This is an optimization exercise on Yosys and OpenROAD, whose aim is small area, a short achievable clock period and few clock cycles per item, not a production implementation.
Where RTL was checked, it was by simulation tests only, not by an equivalence proof against the original.
Power figures rest on the tool's default switching activity, not on a simulated workload.

==> 04-01 <==
==> flow/design.v <==
`default_nettype none
package pss_pkg;
  localparam int DEF_MAX_PROCS = 8;
  localparam int REQ_W   = 2;
  localparam int ARR_W   = 16;
  localparam int BURST_W = 12;
  localparam int PRIO_W  = 8;
  localparam int TIME_W  = 17;
  localparam int STAT_W  = 2;
  localparam int IDX_W   = 3;
  localparam int MODE_W  = 3;
  localparam int QNT_W   = 12;
  localparam int CFG_W   = 1;
  localparam int CFG_D_W = 12;
  localparam logic [TIME_W-1:0] TIME_LIMIT = 17'h1FFFF;
  localparam logic [PRIO_W-1:0] PRIO_MIN   = 8'h80;
  localparam logic [REQ_W-1:0] REQ_LOAD  = 2'd0;
  localparam logic [REQ_W-1:0] REQ_STEP  = 2'd1;
  localparam logic [REQ_W-1:0] REQ_CLEAR = 2'd2;
  localparam logic [STAT_W-1:0] ST_SLICE = 2'd0;
  localparam logic [STAT_W-1:0] ST_OK    = 2'd1;
  localparam logic [STAT_W-1:0] ST_FULL  = 2'd2;
  localparam logic [STAT_W-1:0] ST_DONE  = 2'd3;
  localparam logic [MODE_W-1:0] MODE_FCFS  = 3'd0;
  localparam logic [MODE_W-1:0] MODE_SJF   = 3'd1;
  localparam logic [MODE_W-1:0] MODE_SRTF  = 3'd2;
  localparam logic [MODE_W-1:0] MODE_RR    = 3'd3;
  localparam logic [MODE_W-1:0] MODE_SPRIO = 3'd4;
  localparam logic [MODE_W-1:0] MODE_DPRIO = 3'd5;
  localparam logic [CFG_W-1:0] REG_MODE    = 1'd0;
  localparam logic [CFG_W-1:0] REG_QUANTUM = 1'd1;
  typedef struct packed {
    logic accept;
    logic load;
    logic clear;
    logic none_left;
    logic scan_start;
    logic scan1;
    logic decide;
    logic scan2;
    logic update;
  } pss_cmd_t;
  typedef struct packed {
    logic [REQ_W-1:0] req_type;
    logic             empty;
    logic             last;
    logic             any_left;
  } pss_stat_t;
endpackage
`default_nettype wire
`default_nettype none
module process_slice_scheduler #(
  parameter int MAX_PROCS = pss_pkg::DEF_MAX_PROCS
) (
  input  wire logic                        clk,
  input  wire logic                        rst,
  input  wire logic                        req_valid,
  output logic                             req_ready,
  input  wire logic [pss_pkg::REQ_W-1:0]   req_type,
  input  wire logic [pss_pkg::ARR_W-1:0]   req_arrival,
  input  wire logic [pss_pkg::BURST_W-1:0] req_burst,
  input  wire logic [pss_pkg::PRIO_W-1:0]  req_priority,
  output logic                             res_valid,
  input  wire logic                        res_ready,
  output logic [pss_pkg::STAT_W-1:0]       res_status,
  output logic [pss_pkg::IDX_W-1:0]        res_proc_index,
  output logic [pss_pkg::TIME_W-1:0]       res_start_time,
  output logic [pss_pkg::TIME_W-1:0]       res_end_time,
  output logic                             res_completed,
  output logic [pss_pkg::TIME_W-1:0]       res_turnaround,
  output logic [pss_pkg::TIME_W-1:0]       res_waiting,
  input  wire logic                        cfg_valid,
  output logic                             cfg_ready,
  input  wire logic [pss_pkg::CFG_W-1:0]   cfg_index,
  input  wire logic [pss_pkg::CFG_D_W-1:0] cfg_data
);
  localparam int N  = 8;
  localparam int TW = 17;
  logic [15:0] arr  [N];
  logic [11:0] bur  [N];
  logic [11:0] rem  [N];
  logic [7:0]  prio [N];
  logic [16:0] rq   [N];
  logic [N-1:0] live;           
  logic [N*N-1:0] a_le;         
  logic [N*N-1:0] a_ge;         
  logic [3:0]  count;
  logic [16:0] now;
  logic        k_rem, k_rr, k_prio, preempt, dprio;
  logic [11:0] q;               
  logic        o_valid;
  logic [1:0]  o_status;
  logic [2:0]  o_idx;
  logic [16:0] o_start;
  logic        o_comp;
  logic fire;
  assign req_ready = !o_valid || res_ready;
  assign fire      = req_valid && req_ready && !rst;
  assign cfg_ready = 1'b1;
  wire is_load  = (req_type == pss_pkg::REQ_LOAD);
  wire is_step  = (req_type == pss_pkg::REQ_STEP);
  wire is_clear = (req_type == pss_pkg::REQ_CLEAR);
  logic [N-1:0] le_now, is_e, cand, wf, wg, w;
  logic [16:0]  key [N];
  logic         anyle, anylive, generic;
  logic [15:0]  earliest;
  logic [16:0]  now_eff;
  logic [11:0]  rem_w;
  logic [7:0]   prio_w;
  logic [2:0]   idx_w;
  logic         gt, pre;
  logic [11:0]  run;
  logic [17:0]  sum;
  logic [16:0]  end_t;
  logic [15:0]  arr_m  [N];
  logic [11:0]  rem_m  [N];
  logic [7:0]   prio_m [N];
  logic [2:0]   idx_m  [N];
  logic [N-1:0] a_lt_new, a_eq_new;
  wire do_load = fire && is_load && !count[3];
  wire do_step = fire && is_step && anylive;
  genvar i, j;
  for (i = 0; i < N; i++) begin : g_ent
    logic [N-1:0] e_ok, g_ok;
    assign le_now[i] = ({1'b0, arr[i]} <= now);
    assign key[i] = k_rr   ? rq[i] :
                    k_rem  ? {5'd0, rem[i]} :
                    k_prio ? {9'd0, prio[i] ^ 8'h7F} : 17'd0;
    assign a_lt_new[i] = arr[i] < req_arrival;
    assign a_eq_new[i] = arr[i] == req_arrival;
    for (j = 0; j < N; j++) begin : g_pair
      if (j < i) begin : g_lo
        assign e_ok[j] = !live[j] | a_ge[j*N+i];
        assign g_ok[j] = !cand[j] | (key[i] < key[j]);
      end else if (j > i) begin : g_hi
        assign e_ok[j] = !live[j] | a_le[i*N+j];
        assign g_ok[j] = !cand[j] | (key[i] <= key[j]);
        always_ff @(posedge clk) begin
          if (do_load && count[2:0] == 3'(j)) begin
            a_le[i*N+j] <= a_lt_new[i] | a_eq_new[i];
            a_ge[i*N+j] <= !a_lt_new[i];
          end
        end
      end else begin : g_eq
        assign e_ok[j] = 1'b1;
        assign g_ok[j] = 1'b1;
      end
    end
    assign is_e[i] = live[i] & (&e_ok);
    assign cand[i] = live[i] & (le_now[i] | is_e[i]);
    assign wg[i]   = cand[i] & (&g_ok);
    if (i == 0) begin : g_f0
      assign wf[i] = is_e[i];
    end else begin : g_fn
      assign wf[i] = is_e[i] & ~(|is_e[i-1:0]);
    end
    assign w[i] = generic ? wg[i] : wf[i];
    assign arr_m[i]  = is_e[i] ? arr[i] : 16'd0;
    assign rem_m[i]  = w[i] ? rem[i]  : 12'd0;
    assign prio_m[i] = w[i] ? prio[i] : 8'd0;
    assign idx_m[i]  = w[i] ? 3'(i)   : 3'd0;
  end
  assign generic = k_rr | k_rem | k_prio;
  assign anylive = |live;
  assign anyle   = |(live & le_now);
  assign earliest = arr_m[0] | arr_m[1] | arr_m[2] | arr_m[3] | arr_m[4] | arr_m[5] | arr_m[6] | arr_m[7];
  assign rem_w    = rem_m[0] | rem_m[1] | rem_m[2] | rem_m[3] | rem_m[4] | rem_m[5] | rem_m[6] | rem_m[7];
  assign prio_w   = prio_m[0] | prio_m[1] | prio_m[2] | prio_m[3] | prio_m[4] | prio_m[5] | prio_m[6] | prio_m[7];
  assign idx_w    = idx_m[0] | idx_m[1] | idx_m[2] | idx_m[3] | idx_m[4] | idx_m[5] | idx_m[6] | idx_m[7];
  assign now_eff  = anyle ? now : {1'b0, earliest};
  assign gt    = rem_w > q;
  assign pre   = preempt & gt;
  assign run   = pre ? q : rem_w;
  assign sum   = {1'b0, now_eff} + {6'd0, run};
  assign end_t = sum[17] ? 17'h1FFFF : sum[16:0];
  always_ff @(posedge clk) begin
    for (int k = 0; k < N; k++) begin
      if (do_load && count[2:0] == 3'(k)) begin
        arr[k]  <= req_arrival;
        bur[k]  <= req_burst;
        rem[k]  <= req_burst;
        prio[k] <= req_priority;
        rq[k]   <= {1'b0, req_arrival};
      end
      if (do_step && w[k]) begin
        rem[k] <= rem_w - q;
        if (pre && k_rr) rq[k] <= end_t;
        if (pre && dprio && prio_w != 8'h80) prio[k] <= prio_w - 8'd1;
      end
    end
  end
  always_ff @(posedge clk) begin
    if (rst) begin
      live    <= '0;
      count   <= '0;
      now     <= '0;
      k_rem   <= 1'b0;
      k_rr    <= 1'b0;
      k_prio  <= 1'b0;
      preempt <= 1'b0;
      dprio   <= 1'b0;
      q       <= 12'd1;
      o_valid <= 1'b0;
    end else begin
      if (cfg_valid) begin
        if (cfg_index == pss_pkg::REG_MODE) begin
          k_rem   <= cfg_data[2:0] == 3'd1 || cfg_data[2:0] == 3'd2;
          k_rr    <= cfg_data[2:0] == 3'd3;
          k_prio  <= cfg_data[2:0] == 3'd4 || cfg_data[2:0] == 3'd5;
          preempt <= cfg_data[2:0] == 3'd2 || cfg_data[2:0] == 3'd3 || cfg_data[2:0] == 3'd5;
          dprio   <= cfg_data[2:0] == 3'd5;
        end else begin
          q <= (cfg_data == '0) ? 12'd1 : cfg_data;
        end
      end
      if (res_ready) o_valid <= 1'b0;
      if (fire && req_type != 2'd3) begin
        o_valid  <= 1'b1;
        o_idx    <= '0;
        o_start  <= '0;
        o_comp   <= 1'b0;
        if (is_load) begin
          o_status <= count[3] ? pss_pkg::ST_FULL : pss_pkg::ST_OK;
          if (!count[3]) begin
            live[count[2:0]] <= 1'b1;
            count <= count + 4'd1;
          end
        end else if (is_clear) begin
          o_status <= pss_pkg::ST_OK;
          live  <= '0;
          count <= '0;
          now   <= '0;
        end else if (!anylive) begin
          o_status <= pss_pkg::ST_DONE;
        end else begin
          o_status <= pss_pkg::ST_SLICE;
          o_idx    <= idx_w;
          o_start  <= now_eff;
          o_comp   <= !pre;
          now      <= end_t;
          if (!pre) live <= live & ~w;
        end
      end
    end
  end
  logic [15:0] arr_o;
  logic [11:0] bur_o;
  logic [16:0] ta;
  always_comb begin
    arr_o = arr[o_idx];
    bur_o = bur[o_idx];
    ta    = now - {1'b0, arr_o};
  end
  assign res_valid      = o_valid;
  assign res_status     = o_status;
  assign res_proc_index = o_idx;
  assign res_start_time = o_start;
  assign res_end_time   = (o_status == pss_pkg::ST_SLICE) ? now : '0;
  assign res_completed  = o_comp;
  assign res_turnaround = o_comp ? ta : '0;
  assign res_waiting    = (o_comp && ta > {5'd0, bur_o}) ? ta - {5'd0, bur_o} : '0;
endmodule
`default_nettype wire
==> flow/run.sh <==
#!/bin/bash
# synth_recipe.tcl (not shown) runs the flow's synth.tcl, then flattens the netlist and writes it again
# the make line also repeats each setting of config.mk as NAME=value (left out here)
make -C /OpenROAD-flow-scripts/flow DESIGN_CONFIG=/design/flow/config.mk WORK_HOME=/design/flow/orfs CLKGATE_MAP_FILE= SYNTH_SCRIPT=/design/flow/synth_recipe.tcl finish
==> flow/config.mk <==
export PLATFORM = sky130hd
export DESIGN_NAME = process_slice_scheduler
export DESIGN_NICKNAME = process_slice_scheduler
export VERILOG_FILES = /design/flow/design.v
export SDC_FILE = /design/flow/constraint.sdc
export NUM_CORES = 4
export LEC_CHECK = 0
export CAP_MARGIN = 20
export CORE_MARGIN = 2
export CORE_UTILIZATION = 40
export SLEW_MARGIN = 20
==> flow/constraint.sdc <==
create_clock -name core_clock -period 11.0 [get_ports {clk}]
set_input_delay 2.2000 -clock core_clock [delete_from_list [all_inputs] [get_ports {clk}]]
set_output_delay 2.2000 -clock core_clock [all_outputs]
set_load 0.01 [all_outputs]
==> inputs of 12-26, as changes to 04-01 <==
==> flow/design.v, changed modules only <==
module process_slice_scheduler #(
  parameter int MAX_PROCS = pss_pkg::DEF_MAX_PROCS
) (
  input  wire logic                        clk,
  input  wire logic                        rst,
  input  wire logic                        req_valid,
  output logic                             req_ready,
  input  wire logic [pss_pkg::REQ_W-1:0]   req_type,
  input  wire logic [pss_pkg::ARR_W-1:0]   req_arrival,
  input  wire logic [pss_pkg::BURST_W-1:0] req_burst,
  input  wire logic [pss_pkg::PRIO_W-1:0]  req_priority,
  output logic                             res_valid,
  input  wire logic                        res_ready,
  output logic [pss_pkg::STAT_W-1:0]       res_status,
  output logic [pss_pkg::IDX_W-1:0]        res_proc_index,
  output logic [pss_pkg::TIME_W-1:0]       res_start_time,
  output logic [pss_pkg::TIME_W-1:0]       res_end_time,
  output logic                             res_completed,
  output logic [pss_pkg::TIME_W-1:0]       res_turnaround,
  output logic [pss_pkg::TIME_W-1:0]       res_waiting,
  input  wire logic                        cfg_valid,
  output logic                             cfg_ready,
  input  wire logic [pss_pkg::CFG_W-1:0]   cfg_index,
  input  wire logic [pss_pkg::CFG_D_W-1:0] cfg_data
);
  localparam int N = 8;
  function automatic logic [1:0] cmp(input logic [16:0] a, input logic [16:0] b);
    logic [31:0] l, g;
    l = '0;
    g = '0;
    l[16:0] = ~a & b;
    g[16:0] = a & ~b;
    for (int s = 1; s < 32; s = s * 2) begin
      for (int k = 0; k + s < 32; k = k + 2 * s) begin
        l[k] = l[k + s] | (~g[k + s] & l[k]);
        g[k] = g[k + s] | (~l[k + s] & g[k]);
      end
    end
    cmp = {g[0], l[0]};
  endfunction
  function automatic logic lt(input logic [16:0] a, input logic [16:0] b);
    logic [1:0] r;
    r = cmp(a, b);
    lt = r[0];
  endfunction
  function automatic logic gt(input logic [16:0] a, input logic [16:0] b);
    logic [1:0] r;
    r = cmp(a, b);
    gt = r[1];
  endfunction
  function automatic logic [18:0] add(input logic [17:0] a, input logic [17:0] b,
                                      input logic cin);
    logic [17:0] p, g, gg, pp;
    logic [18:0] c;
    p  = a ^ b;
    g  = a & b;
    gg = g;
    pp = p;
    gg[0] = g[0] | (p[0] & cin);
    for (int s = 1; s < 18; s = s * 2) begin
      for (int k = 0; k < 18; k++) begin
        if ((k / s) % 2 == 1) begin
          gg[k] = gg[k] | (pp[k] & gg[(k / s) * s - 1]);
          pp[k] = pp[k] & pp[(k / s) * s - 1];
        end
      end
    end
    c[0] = cin;
    for (int k = 0; k < 18; k++) c[k + 1] = gg[k];
    add = {c[18], p ^ c[17:0]};
  endfunction
  logic [15:0] arr  [N];
  logic [11:0] bur  [N];
  logic [11:0] rem  [N];
  logic [7:0]  prio [N];
  logic [16:0] rq   [N];
  logic [N-1:0] live;             
  logic [N*N-1:0] a_le;           
  logic [N*N-1:0] a_ge;           
  logic [3:0]  count;
  logic [16:0] now;
  logic        k_rem, k_rr, k_prio, preempt, dprio;
  logic [11:0] q;                 
  logic        o_valid;
  logic [1:0]  o_status;
  logic [2:0]  o_idx;
  logic [16:0] o_start;
  logic        o_comp;
  logic fire;
  assign req_ready = !o_valid || res_ready;
  assign fire      = req_valid && req_ready && !rst;
  assign cfg_ready = 1'b1;
  wire is_load  = (req_type == pss_pkg::REQ_LOAD);
  wire is_step  = (req_type == pss_pkg::REQ_STEP);
  wire is_clear = (req_type == pss_pkg::REQ_CLEAR);
  logic [N-1:0] le_now, is_e, cand, wf, wg, w;
  logic [16:0]  key [N];
  logic         anyle, anylive, generic;
  logic [15:0]  earliest;
  logic [16:0]  now_eff;
  logic [11:0]  rem_w;
  logic [7:0]   prio_w;
  logic [2:0]   idx_w;
  logic         gtq, pre;
  logic [18:0]  sum_r, sum_q, rem_d;
  logic [17:0]  sum;
  logic [16:0]  end_t;
  logic [15:0]  arr_m  [N];
  logic [11:0]  rem_m  [N];
  logic [7:0]   prio_m [N];
  logic [2:0]   idx_m  [N];
  logic [1:0]   a_cmp_new [N];
  wire do_load = fire && is_load && !count[3];
  wire do_step = fire && is_step && anylive;
  genvar i, j;
  logic        t1_v [4];
  logic [16:0] t1_k [4];
  logic [0:0]  t1_i [4];
  logic        t2_v [2];
  logic [16:0] t2_k [2];
  logic [1:0]  t2_i [2];
  logic [2:0]  t3_i;
  for (i = 0; i < 4; i++) begin : g_t1
    wire s = cand[2*i+1] & (!cand[2*i] | lt(key[2*i+1], key[2*i]));
    assign t1_v[i] = cand[2*i] | cand[2*i+1];
    assign t1_k[i] = s ? key[2*i+1] : key[2*i];
    assign t1_i[i] = s;
  end
  for (i = 0; i < 2; i++) begin : g_t2
    wire s = t1_v[2*i+1] & (!t1_v[2*i] | lt(t1_k[2*i+1], t1_k[2*i]));
    assign t2_v[i] = t1_v[2*i] | t1_v[2*i+1];
    assign t2_k[i] = s ? t1_k[2*i+1] : t1_k[2*i];
    assign t2_i[i] = s ? {1'b1, t1_i[2*i+1]} : {1'b0, t1_i[2*i]};
  end
  wire t3_s = t2_v[1] & (!t2_v[0] | lt(t2_k[1], t2_k[0]));
  assign t3_i = t3_s ? {1'b1, t2_i[1]} : {1'b0, t2_i[0]};
  for (i = 0; i < N; i++) begin : g_ent
    logic [N-1:0] e_ok;
    assign le_now[i] = !gt({1'b0, arr[i]}, now);
    assign key[i] = k_rr   ? rq[i] :
                    k_rem  ? {5'd0, rem[i]} :
                    k_prio ? {9'd0, prio[i] ^ 8'h7F} : 17'd0;
    assign a_cmp_new[i] = cmp({1'b0, arr[i]}, {1'b0, req_arrival});
    for (j = 0; j < N; j++) begin : g_pair
      if (j < i) begin : g_lo
        assign e_ok[j] = !live[j] | a_ge[j*N+i];
      end else if (j > i) begin : g_hi
        assign e_ok[j] = !live[j] | a_le[i*N+j];
        always_ff @(posedge clk) begin
          if (do_load && count[2:0] == 3'(j)) begin
            a_le[i*N+j] <= !a_cmp_new[i][1];
            a_ge[i*N+j] <= !a_cmp_new[i][0];
          end
        end
      end else begin : g_eq
        assign e_ok[j] = 1'b1;
      end
    end
    assign is_e[i] = live[i] & (&e_ok);
    assign cand[i] = live[i] & (le_now[i] | is_e[i]);
    assign wg[i]   = (t3_i == 3'(i));
    if (i == 0) begin : g_f0
      assign wf[i] = is_e[i];
    end else begin : g_fn
      assign wf[i] = is_e[i] & ~(|is_e[i-1:0]);
    end
    assign w[i] = generic ? wg[i] : wf[i];
    assign arr_m[i]  = is_e[i] ? arr[i] : 16'd0;
    assign rem_m[i]  = w[i] ? rem[i]  : 12'd0;
    assign prio_m[i] = w[i] ? prio[i] : 8'd0;
    assign idx_m[i]  = w[i] ? 3'(i)   : 3'd0;
  end
  assign generic  = k_rr | k_rem | k_prio;
  assign anylive  = |live;
  assign anyle    = |(live & le_now);
  assign earliest = arr_m[0] | arr_m[1] | arr_m[2] | arr_m[3] | arr_m[4] | arr_m[5] | arr_m[6] | arr_m[7];
  assign rem_w    = rem_m[0] | rem_m[1] | rem_m[2] | rem_m[3] | rem_m[4] | rem_m[5] | rem_m[6] | rem_m[7];
  assign prio_w   = prio_m[0] | prio_m[1] | prio_m[2] | prio_m[3] | prio_m[4] | prio_m[5] | prio_m[6] | prio_m[7];
  assign idx_w    = idx_m[0] | idx_m[1] | idx_m[2] | idx_m[3] | idx_m[4] | idx_m[5] | idx_m[6] | idx_m[7];
  assign now_eff  = anyle ? now : {1'b0, earliest};
  assign gtq   = gt({5'd0, rem_w}, {5'd0, q});
  assign pre   = preempt & gtq;
  assign sum_r = add({1'b0, now_eff}, {6'd0, rem_w}, 1'b0);
  assign sum_q = add({1'b0, now_eff}, {6'd0, q}, 1'b0);
  assign sum   = pre ? sum_q[17:0] : sum_r[17:0];
  assign end_t = sum[17] ? 17'h1FFFF : sum[16:0];
  assign rem_d = add({6'd0, rem_w}, {6'd0, ~q}, 1'b1);
  always_ff @(posedge clk) begin
    for (int k = 0; k < N; k++) begin
      if (do_load && count[2:0] == 3'(k)) begin
        arr[k]  <= req_arrival;
        bur[k]  <= req_burst;
        rem[k]  <= req_burst;
        prio[k] <= req_priority;
        rq[k]   <= {1'b0, req_arrival};
      end
      if (do_step && w[k]) begin
        rem[k] <= rem_d[11:0];
        if (pre && k_rr) rq[k] <= end_t;
        if (pre && dprio && prio_w != 8'h80) prio[k] <= prio_w - 8'd1;
      end
    end
  end
  always_ff @(posedge clk) begin
    if (rst) begin
      live    <= '0;
      count   <= '0;
      now     <= '0;
      k_rem   <= 1'b0;
      k_rr    <= 1'b0;
      k_prio  <= 1'b0;
      preempt <= 1'b0;
      dprio   <= 1'b0;
      q       <= 12'd1;
      o_valid <= 1'b0;
    end else begin
      if (cfg_valid) begin
        if (cfg_index == pss_pkg::REG_MODE) begin
          k_rem   <= cfg_data[2:0] == 3'd1 || cfg_data[2:0] == 3'd2;
          k_rr    <= cfg_data[2:0] == 3'd3;
          k_prio  <= cfg_data[2:0] == 3'd4 || cfg_data[2:0] == 3'd5;
          preempt <= cfg_data[2:0] == 3'd2 || cfg_data[2:0] == 3'd3 || cfg_data[2:0] == 3'd5;
          dprio   <= cfg_data[2:0] == 3'd5;
        end else begin
          q <= (cfg_data == '0) ? 12'd1 : cfg_data;
        end
      end
      if (res_ready) o_valid <= 1'b0;
      if (fire && req_type != 2'd3) begin
        o_valid  <= 1'b1;
        o_idx    <= '0;
        o_start  <= '0;
        o_comp   <= 1'b0;
        if (is_load) begin
          o_status <= count[3] ? pss_pkg::ST_FULL : pss_pkg::ST_OK;
          if (!count[3]) begin
            live[count[2:0]] <= 1'b1;
            count <= count + 4'd1;
          end
        end else if (is_clear) begin
          o_status <= pss_pkg::ST_OK;
          live  <= '0;
          count <= '0;
          now   <= '0;
        end else if (!anylive) begin
          o_status <= pss_pkg::ST_DONE;
        end else begin
          o_status <= pss_pkg::ST_SLICE;
          o_idx    <= idx_w;
          o_start  <= now_eff;
          o_comp   <= !pre;
          now      <= end_t;
          if (!pre) live <= live & ~w;
        end
      end
    end
  end
  logic [17:0] arr_o, bur_o, now_o, cs_s, cs_c;
  logic [18:0] ta_s, wt_s;
  logic        wt_positive;
  always_comb begin
    now_o = {1'b0, now};
    arr_o = {2'd0, arr[o_idx]};
    bur_o = {6'd0, bur[o_idx]};
    ta_s  = add(now_o, ~arr_o, 1'b1);
    cs_s  = now_o ^ ~arr_o ^ ~bur_o;
    cs_c  = (now_o & ~arr_o) | (now_o & ~bur_o) | (~arr_o & ~bur_o);
    wt_s  = add(cs_s, {cs_c[16:0], 1'b1}, 1'b1);
    wt_positive = !wt_s[17];
  end
  assign res_valid      = o_valid;
  assign res_status     = o_status;
  assign res_proc_index = o_idx;
  assign res_start_time = o_start;
  assign res_end_time   = (o_status == pss_pkg::ST_SLICE) ? now : '0;
  assign res_completed  = o_comp;
  assign res_turnaround = o_comp ? ta_s[16:0] : '0;
  assign res_waiting    = (o_comp && wt_positive) ? wt_s[16:0] : '0;
endmodule
==> comparison <==
- Against 12-26, the first-iteration DRC count of 04-01 is lower by 0.31%.
- Die area: 04-01 is larger than 12-26 (16%).
- Sequential cell count is the same in 04-01 and 12-26.
- Against 04-01, the sequential share of layout area of 12-26 is higher by 1.5 points.
- Against 04-01, the combinational power of 12-26 is lower by about 20%.
- Against 04-01, the worst hold slack of 12-26 is better by 27 ps.
- Synthesized cell count: 12-26 is smaller than 04-01 (12%).
Testbench counts of 04-01, summed over its fixed seeds: cycles 8,560, requests 8,496.
For 12-26, only the layout was checked, not whether the RTL still works.

## what the ideal ports hide
In the flow no input, the clock included, has a driving cell. The finished layouts below were timed again as built, in two steps. Step 1 sets driving cells, clkbuf_16 on the clock port and buf_2 on the other inputs (assumed; they add their load-dependent delay and slew). Step 2 adds t to the input delays and takes it off the output delays; t is the mean of the earliest and latest rising clock arrival at the registers after step 1. Input paths then give back, and output paths get back, about the clock's delay inside the block. Three values: ideal ports, drivers, drivers and shift; two values: the first two.
run	shift t [ns]	setup slack, ns	hold WS [ns]
04-01	0.735	0.523 / 0.523 / 0.523	0.454 / 0.454 / 0.454
12-26	0.735	0.413 / 0.413 / 0.413	0.481 / 0.481 / 0.481
After both steps every run listed still meets setup and hold.
